From an optimization exercise on the open Yosys and OpenROAD flow, aimed at small area and a short achievable clock period; shortcuts taken in it are not production practice.
Only simulation tests tie the RTL to the original design; equivalence was not proved.

==> build 26: inputs <==
==> flow/design.v <==
`default_nettype none
package rv_exec_pkg;
        localparam int XLEN = 64;
endpackage
`default_nettype wire
`default_nettype none
module rv_decode_stage (
        input  logic                   clk,
        input  logic                   rst_i,
        input  logic                   valid_i,
        input  logic [223:0]           req_i,
        output logic                   dec_valid_o,
        output logic [64-1:0]       a_o,         
        output logic [64-1:0]       x_o,         
        output logic [5:0]             shamt_o,     
        output logic                   cin_o,       
        output logic [2:0]             fsel_o,      
        output logic                   sra_o,
        output logic [64-1:0]       base_o,      
        output logic [31:0]            imm_o,       
        output logic                   clr0_o,      
        output logic                   wbv_o,
        output logic                   rdv_o,
        output logic [5-1:0] rd_o
);
        logic [63:0] pc, rs1, rs2;
        logic [31:0] inst;
        logic [6:0]  opcode;
        logic [2:0]  f3;
        assign pc   = req_i[223:160];
        assign inst = req_i[159:128];
        assign rs1  = req_i[127:64];
        assign rs2  = req_i[63:0];
        assign opcode = inst[6:0];
        assign f3     = inst[14:12];
        logic is_op, is_imm, is_lui, is_auipc, is_br, is_jal, is_jalr, is_alu;
        assign is_op    = (opcode == 7'b0110011);
        assign is_imm   = (opcode == 7'b0010011);
        assign is_lui   = (opcode == 7'b0110111);
        assign is_auipc = (opcode == 7'b0010111);
        assign is_br    = (opcode == 7'b1100011);
        assign is_jal   = (opcode == 7'b1101111);
        assign is_jalr  = (opcode == 7'b1100111);
        assign is_alu   = is_op | is_imm;
        logic o6, o5, o4, o3, o2;
        assign {o6, o5, o4, o3, o2} = inst[6:2];
        logic sub, flip, sll;
        assign sub  = ~o2 & (((f3 == 3'b000) & inst[30] & o5) | (f3[2:1] == 2'b01));
        assign flip = ~o2 & (f3 == 3'b010);
        assign sll  = ~o2 & (f3 == 3'b001);
        logic [63:0] imm_i, imm_u;
        assign imm_i = {{52{inst[31]}}, inst[31:20]};
        assign imm_u = {{32{inst[31]}}, inst[31:12], 12'b0};
        logic        eq, lt, taken;
        logic [63:0] cx, cy;
        assign cx    = {rs1[63] ^ ~f3[1], rs1[62:0]};
        assign cy    = {rs2[63] ^ ~f3[1], rs2[62:0]};
        assign eq    = (rs1 == rs2);
        logic [63:0] cmp_s;
        logic        ge;
        rv_pfx_add #(.W(64)) u_cmp (.a(cx), .b(~cy), .cin(1'b1), .s(cmp_s), .cout(ge));
        assign lt    = ~ge;
        always_comb begin
                case (f3)
                        3'b000:  taken = eq;
                        3'b001:  taken = ~eq;
                        3'b100,
                        3'b110:  taken = lt;
                        3'b101,
                        3'b111:  taken = ~lt;
                        default: taken = 1'b0;
                endcase
        end
        logic [63:0] a_src, b_src, rs1_rev;
        always_comb begin
                for (int i = 0; i < 64; i++) rs1_rev[i] = rs1[63-i];
        end
        logic a_zero, a_pc;
        assign a_zero = o2 & o4 & o5;
        assign a_pc   = o2 & (o6 | ~o5);
        always_comb begin
                if (a_zero)    a_src = '0;
                else if (a_pc) a_src = pc;
                else if (sll)  a_src = rs1_rev;
                else           a_src = rs1;
                a_src[63] = a_src[63] ^ flip;
        end
        always_comb begin
                if (o2)      b_src = o4 ? imm_u : 64'd4;
                else if (o5) b_src = rs2;
                else         b_src = imm_i;
                b_src[63] = b_src[63] ^ flip;
        end
        logic [31:0] imm_t;
        always_comb begin
                if (~o2)     imm_t = taken ? {{20{inst[31]}}, inst[7], inst[30:25], inst[11:8], 1'b0}
                                           : 32'd4;
                else if (o3) imm_t = {{12{inst[31]}}, inst[19:12], inst[20], inst[30:21], 1'b0};
                else         imm_t = {{20{inst[31]}}, inst[31:20]};
        end
        always_ff @(posedge clk) begin
                if (rst_i) dec_valid_o <= 1'b0;
                else       dec_valid_o <= valid_i;
        end
        always_ff @(posedge clk) begin
                a_o    <= a_src;
                x_o    <= a_src ^ b_src ^ {64{sub}};
                shamt_o <= b_src[5:0];
                cin_o  <= sub;
                fsel_o <= o2 ? 3'b000 : f3;
                sra_o  <= inst[30] & (f3 == 3'b101);
                base_o <= (o2 & ~o3) ? rs1 : pc;
                imm_o  <= imm_t;
                clr0_o <= o2;
                wbv_o  <= is_alu | is_lui | is_auipc | is_jal | is_jalr;
                rdv_o  <= is_br | is_jal | is_jalr;
                rd_o   <= inst[11:7];
        end
endmodule
`default_nettype wire
`default_nettype none
module rv_alu_branch_stage (
        input  logic                   clk,
        input  logic                   rst_i,
        input  logic                   dec_valid_i,
        input  logic [64-1:0]       a_i,
        input  logic [64-1:0]       x_i,         
        input  logic [5:0]             shamt_i,
        input  logic                   cin_i,
        input  logic [2:0]             fsel_i,
        input  logic                   sra_i,
        input  logic [64-1:0]       base_i,
        input  logic [31:0]            imm_i,
        input  logic                   clr0_i,
        input  logic                   wbv_i,
        input  logic                   rdv_i,
        input  logic [5-1:0] rd_i,
        output logic                   wb_valid_o,
        output logic [68:0]            wb_o,
        output logic                   redir_valid_o,
        output logic [63:0]            redir_o
);
        logic [63:0] sum;
        logic        cout, lt;
        rv_pfx_addx #(.W(64)) u_add (.a(a_i), .x(x_i), .cin(cin_i), .s(sum), .cout(cout));
        assign lt = ~cout;
        logic [5:0]  shamt;
        logic [63:0] shr, shl;
        assign shamt = shamt_i;
        assign shr   = 64'($signed({sra_i & a_i[63], a_i}) >>> shamt);
        always_comb begin
                for (int i = 0; i < 64; i++) shl[i] = shr[63-i];
        end
        logic [63:0] other, alu_res;
        always_comb begin
                case (fsel_i)
                        3'b001:  other = shl;
                        3'b100:  other = x_i;
                        3'b101:  other = shr;
                        3'b110:  other = a_i | x_i;
                        3'b111:  other = a_i & ~x_i;
                        default: other = '0;
                endcase
        end
        rv_res_sel u_res (.sum(sum), .sel_sum(fsel_i == 3'b000), .lt(lt),
                          .sel_lt(fsel_i[2:1] == 2'b01), .other(other), .y(alu_res));
        logic [63:0] tgt;
        logic        tgt_co;
        rv_pfx_add #(.W(64)) u_tgt (.a(base_i), .b({{32{imm_i[31]}}, imm_i}), .cin(1'b0),
                                    .s(tgt), .cout(tgt_co));
        always_ff @(posedge clk) begin
                if (rst_i) begin
                        wb_valid_o    <= 1'b0;
                        redir_valid_o <= 1'b0;
                end else begin
                        wb_valid_o    <= dec_valid_i & wbv_i;
                        redir_valid_o <= dec_valid_i & rdv_i;
                end
        end
        always_ff @(posedge clk) begin
                wb_o    <= {rd_i, alu_res};
                redir_o <= {tgt[63:1], tgt[0] & ~clr0_i};
        end
endmodule
module rv_res_sel (
        input  logic [63:0] sum,
        input  logic        sel_sum,
        input  logic        lt,
        input  logic        sel_lt,
        input  logic [63:0] other,
        output logic [63:0] y
);
        always_comb begin
                y    = (sum & {64{sel_sum}}) | other;
                y[0] = y[0] | (lt & sel_lt);
        end
endmodule
module rv_pfx_add #(
        parameter int W = 64
) (
        input  logic [W-1:0] a,
        input  logic [W-1:0] b,
        input  logic         cin,
        output logic [W-1:0] s,
        output logic         cout
);
        logic [W:0] G, P;
        always_comb begin
                G[0] = cin;
                P[0] = 1'b0;
                for (int i = 0; i < W; i++) begin
                        G[i+1] = a[i] & b[i];
                        P[i+1] = a[i] | b[i];
                end
                for (int l = 0; (1 << l) < W + 1; l++) begin
                        for (int i = 0; i < W + 1; i++) begin
                                if (((i >> l) & 1) == 1) begin
                                        G[i] = G[i] | (P[i] & G[((i >> l) << l) - 1]);
                                        P[i] = P[i] & P[((i >> l) << l) - 1];
                                end
                        end
                end
                for (int i = 0; i < W; i++) s[i] = a[i] ^ b[i] ^ G[i];
                cout = G[W];
        end
endmodule
module rv_pfx_addx #(
        parameter int W = 64
) (
        input  logic [W-1:0] a,
        input  logic [W-1:0] x,
        input  logic         cin,
        output logic [W-1:0] s,
        output logic         cout
);
        logic [W:0] G, P;
        always_comb begin
                G[0] = cin;
                P[0] = 1'b0;
                for (int i = 0; i < W; i++) begin
                        G[i+1] = a[i] & ~x[i];
                        P[i+1] = a[i] | x[i];
                end
                for (int l = 0; (1 << l) < W + 1; l++) begin
                        for (int i = 0; i < W + 1; i++) begin
                                if (((i >> l) & 1) == 1) begin
                                        G[i] = G[i] | (P[i] & G[((i >> l) << l) - 1]);
                                        P[i] = P[i] & P[((i >> l) << l) - 1];
                                end
                        end
                end
                for (int i = 0; i < W; i++) s[i] = x[i] ^ G[i];
                cout = G[W];
        end
endmodule
`default_nettype wire
`default_nettype none
module rv_execute_top (
        input  logic         clk,
        input  logic         rst_i,
        input  logic         valid_i,
        input  logic [223:0] req_i,              
        output logic         wb_valid_o,
        output logic [68:0]  wb_o,               
        output logic         redir_valid_o,
        output logic [63:0]  redir_o             
);
        logic                   dec_valid;
        logic [64-1:0]       a, x, base;
        logic [5:0]             shamt;
        logic                   cin, sra, clr0, wbv, rdv;
        logic [31:0]            imm;
        logic [2:0]             fsel;
        logic [5-1:0] rd;
        rv_decode_stage u_decode (
                .clk         (clk),
                .rst_i       (rst_i),
                .valid_i     (valid_i),
                .req_i       (req_i),
                .dec_valid_o (dec_valid),
                .a_o         (a),
                .x_o         (x),
                .shamt_o     (shamt),
                .cin_o       (cin),
                .fsel_o      (fsel),
                .sra_o       (sra),
                .base_o      (base),
                .imm_o       (imm),
                .clr0_o      (clr0),
                .wbv_o       (wbv),
                .rdv_o       (rdv),
                .rd_o        (rd)
        );
        rv_alu_branch_stage u_exec (
                .clk           (clk),
                .rst_i         (rst_i),
                .dec_valid_i   (dec_valid),
                .a_i           (a),
                .x_i           (x),
                .shamt_i       (shamt),
                .cin_i         (cin),
                .fsel_i        (fsel),
                .sra_i         (sra),
                .base_i        (base),
                .imm_i         (imm),
                .clr0_i        (clr0),
                .wbv_i         (wbv),
                .rdv_i         (rdv),
                .rd_i          (rd),
                .wb_valid_o    (wb_valid_o),
                .wb_o          (wb_o),
                .redir_valid_o (redir_valid_o),
                .redir_o       (redir_o)
        );
endmodule
`default_nettype wire
==> flow/flow/run.sh <==
#!/bin/bash
set -uo pipefail
bash standard.sh "BUFFER_PORTS_ARGS=-buffer_cell sky130_fd_sc_hd__buf_2" finish > standard.log 2>&1
status=$?
tail -20 standard.log
exit $status
==> flow/standard.sh <==
#!/bin/bash
# synth_recipe.tcl (not shown) runs the flow's synth.tcl, then flattens the netlist and writes it again
# the make line also repeats each setting of config.mk as NAME=value (left out here)
make -C /OpenROAD-flow-scripts/flow DESIGN_CONFIG=/design/flow/config.mk WORK_HOME=/design/flow/orfs CLKGATE_MAP_FILE= SYNTH_SCRIPT=/design/flow/synth_recipe.tcl "${@:-finish}"
==> flow/config.mk <==
export PLATFORM = sky130hd
export DESIGN_NAME = rv_execute_top
export DESIGN_NICKNAME = rv_execute_top
export VERILOG_FILES = /design/flow/design.v
export SDC_FILE = /design/flow/constraint.sdc
export NUM_CORES = 4
export LEC_CHECK = 0
export ABC_AREA = 1
export CAP_MARGIN = 20
export CORE_MARGIN = 2
export CORE_UTILIZATION = 60
export CTS_BUF_LIST = sky130_fd_sc_hd__clkbuf_4 sky130_fd_sc_hd__clkbuf_8
export SETUP_SLACK_MARGIN = 2.8
export SLEW_MARGIN = 20
==> flow/constraint.sdc <==
create_clock -name core_clock -period 5.5 [get_ports {clk}]
set_input_delay 1.1000 -clock core_clock [delete_from_list [all_inputs] [get_ports {clk}]]
set_output_delay 1.1000 -clock core_clock [all_outputs]
set_load 0.01 [all_outputs]
==> build 82 (differences from build 26) <==
--- a/flow/design.v
+++ b/flow/design.v
@@ -11,8 +11,7 @@
         input  logic [223:0]           req_i,
         output logic                   dec_valid_o,
         output logic [64-1:0]       a_o,         
-        output logic [64-1:0]       x_o,         
-        output logic [5:0]             shamt_o,     
+        output logic [64-1:0]       b_o,         
         output logic                   cin_o,       
         output logic [2:0]             fsel_o,      
         output logic                   sra_o,
@@ -104,8 +103,7 @@
         end
         always_ff @(posedge clk) begin
                 a_o    <= a_src;
-                x_o    <= a_src ^ b_src ^ {64{sub}};
-                shamt_o <= b_src[5:0];
+                b_o    <= b_src ^ {64{sub}};
                 cin_o  <= sub;
                 fsel_o <= o2 ? 3'b000 : f3;
                 sra_o  <= inst[30] & (f3 == 3'b101);
@@ -124,8 +122,7 @@
         input  logic                   rst_i,
         input  logic                   dec_valid_i,
         input  logic [64-1:0]       a_i,
-        input  logic [64-1:0]       x_i,         
-        input  logic [5:0]             shamt_i,
+        input  logic [64-1:0]       b_i,
         input  logic                   cin_i,
         input  logic [2:0]             fsel_i,
         input  logic                   sra_i,
@@ -142,11 +139,11 @@
 );
         logic [63:0] sum;
         logic        cout, lt;
-        rv_pfx_addx #(.W(64)) u_add (.a(a_i), .x(x_i), .cin(cin_i), .s(sum), .cout(cout));
+        rv_pfx_add #(.W(64)) u_add (.a(a_i), .b(b_i), .cin(cin_i), .s(sum), .cout(cout));
         assign lt = ~cout;
         logic [5:0]  shamt;
         logic [63:0] shr, shl;
-        assign shamt = shamt_i;
+        assign shamt = b_i[5:0];
         assign shr   = 64'($signed({sra_i & a_i[63], a_i}) >>> shamt);
         always_comb begin
                 for (int i = 0; i < 64; i++) shl[i] = shr[63-i];
@@ -155,10 +152,10 @@
         always_comb begin
                 case (fsel_i)
                         3'b001:  other = shl;
-                        3'b100:  other = x_i;
+                        3'b100:  other = a_i ^ b_i;
                         3'b101:  other = shr;
-                        3'b110:  other = a_i | x_i;
-                        3'b111:  other = a_i & ~x_i;
+                        3'b110:  other = a_i | b_i;
+                        3'b111:  other = a_i & b_i;
                         default: other = '0;
                 endcase
         end
@@ -224,35 +221,6 @@
                 cout = G[W];
         end
 endmodule
-module rv_pfx_addx #(
-        parameter int W = 64
-) (
-        input  logic [W-1:0] a,
-        input  logic [W-1:0] x,
-        input  logic         cin,
-        output logic [W-1:0] s,
-        output logic         cout
-);
-        logic [W:0] G, P;
-        always_comb begin
-                G[0] = cin;
-                P[0] = 1'b0;
-                for (int i = 0; i < W; i++) begin
-                        G[i+1] = a[i] & ~x[i];
-                        P[i+1] = a[i] | x[i];
-                end
-                for (int l = 0; (1 << l) < W + 1; l++) begin
-                        for (int i = 0; i < W + 1; i++) begin
-                                if (((i >> l) & 1) == 1) begin
-                                        G[i] = G[i] | (P[i] & G[((i >> l) << l) - 1]);
-                                        P[i] = P[i] & P[((i >> l) << l) - 1];
-                                end
-                        end
-                end
-                for (int i = 0; i < W; i++) s[i] = x[i] ^ G[i];
-                cout = G[W];
-        end
-endmodule
 `default_nettype wire
 `default_nettype none
 module rv_execute_top (
@@ -266,8 +234,7 @@
         output logic [63:0]  redir_o             
 );
         logic                   dec_valid;
-        logic [64-1:0]       a, x, base;
-        logic [5:0]             shamt;
+        logic [64-1:0]       a, b, base;
         logic                   cin, sra, clr0, wbv, rdv;
         logic [31:0]            imm;
         logic [2:0]             fsel;
@@ -279,8 +246,7 @@
                 .req_i       (req_i),
                 .dec_valid_o (dec_valid),
                 .a_o         (a),
-                .x_o         (x),
-                .shamt_o     (shamt),
+                .b_o         (b),
                 .cin_o       (cin),
                 .fsel_o      (fsel),
                 .sra_o       (sra),
@@ -296,8 +262,7 @@
                 .rst_i         (rst_i),
                 .dec_valid_i   (dec_valid),
                 .a_i           (a),
-                .x_i           (x),
-                .shamt_i       (shamt),
+                .b_i           (b),
                 .cin_i         (cin),
                 .fsel_i        (fsel),
                 .sra_i         (sra),
- SETUP_SLACK_MARGIN: 2.8 -> 3.0
==> comparison <==
Between build 82 and build 26, the lower worst hold slack is in build 82 (gap 0.0033 ns). Between build 82 and build 26, the lower via count is in build 26 (gap 1.4%, measured against build 26). Of build 82 and build 26, build 82 has the higher die area (gap about 1.7%, measured against build 26). Between build 26 and build 82, the lower critical path depth is in build 26 (gap 6). In build 26 the global-route usage is higher than in build 82, by 0.74 points. Clock skew: build 26 is higher than build 82 (0.0068 ns). In build 82 the sequential cell count is lower than in build 26, by 6. Of build 82 and build 26, build 82 has the higher first-iteration DRC count (gap about 1.5%, measured against build 26).

==> afterwards: timing with drivers on the ports <==
In the flow no input, the clock included, has a driving cell. The finished layouts below were timed again as built, in two steps.
Step 1: set_driving_cell puts a clkbuf_16 on clk and a buf_2 on each other input, an assumption about the parent block.
Step 2 also shifts input and output timing later by t, the mid clock arrival at the registers, as if the neighbouring blocks saw the same clock.
Slacks: ideal ports / drivers / drivers and shift; pairs: ideal ports / drivers.
run	shift t [ns]	setup slack, ns	worst hold slack (ns)	slew at the worst register clock pin (ns)	pins driven straight from the clock port
build 26	0.758	2.769 / 2.769 / 2.064	0.329 / 0.329 / 0.329	0.08 / 0.08	1
build 82	0.748	2.765 / 2.765 / 2.190	0.326 / 0.326 / 0.326	0.07 / 0.07	1
After both steps setup and hold are still met in every run listed. For build 26, which loses most, drivers alone change the setup slack by 0.000 ns; drivers and shift together by -0.705 ns.
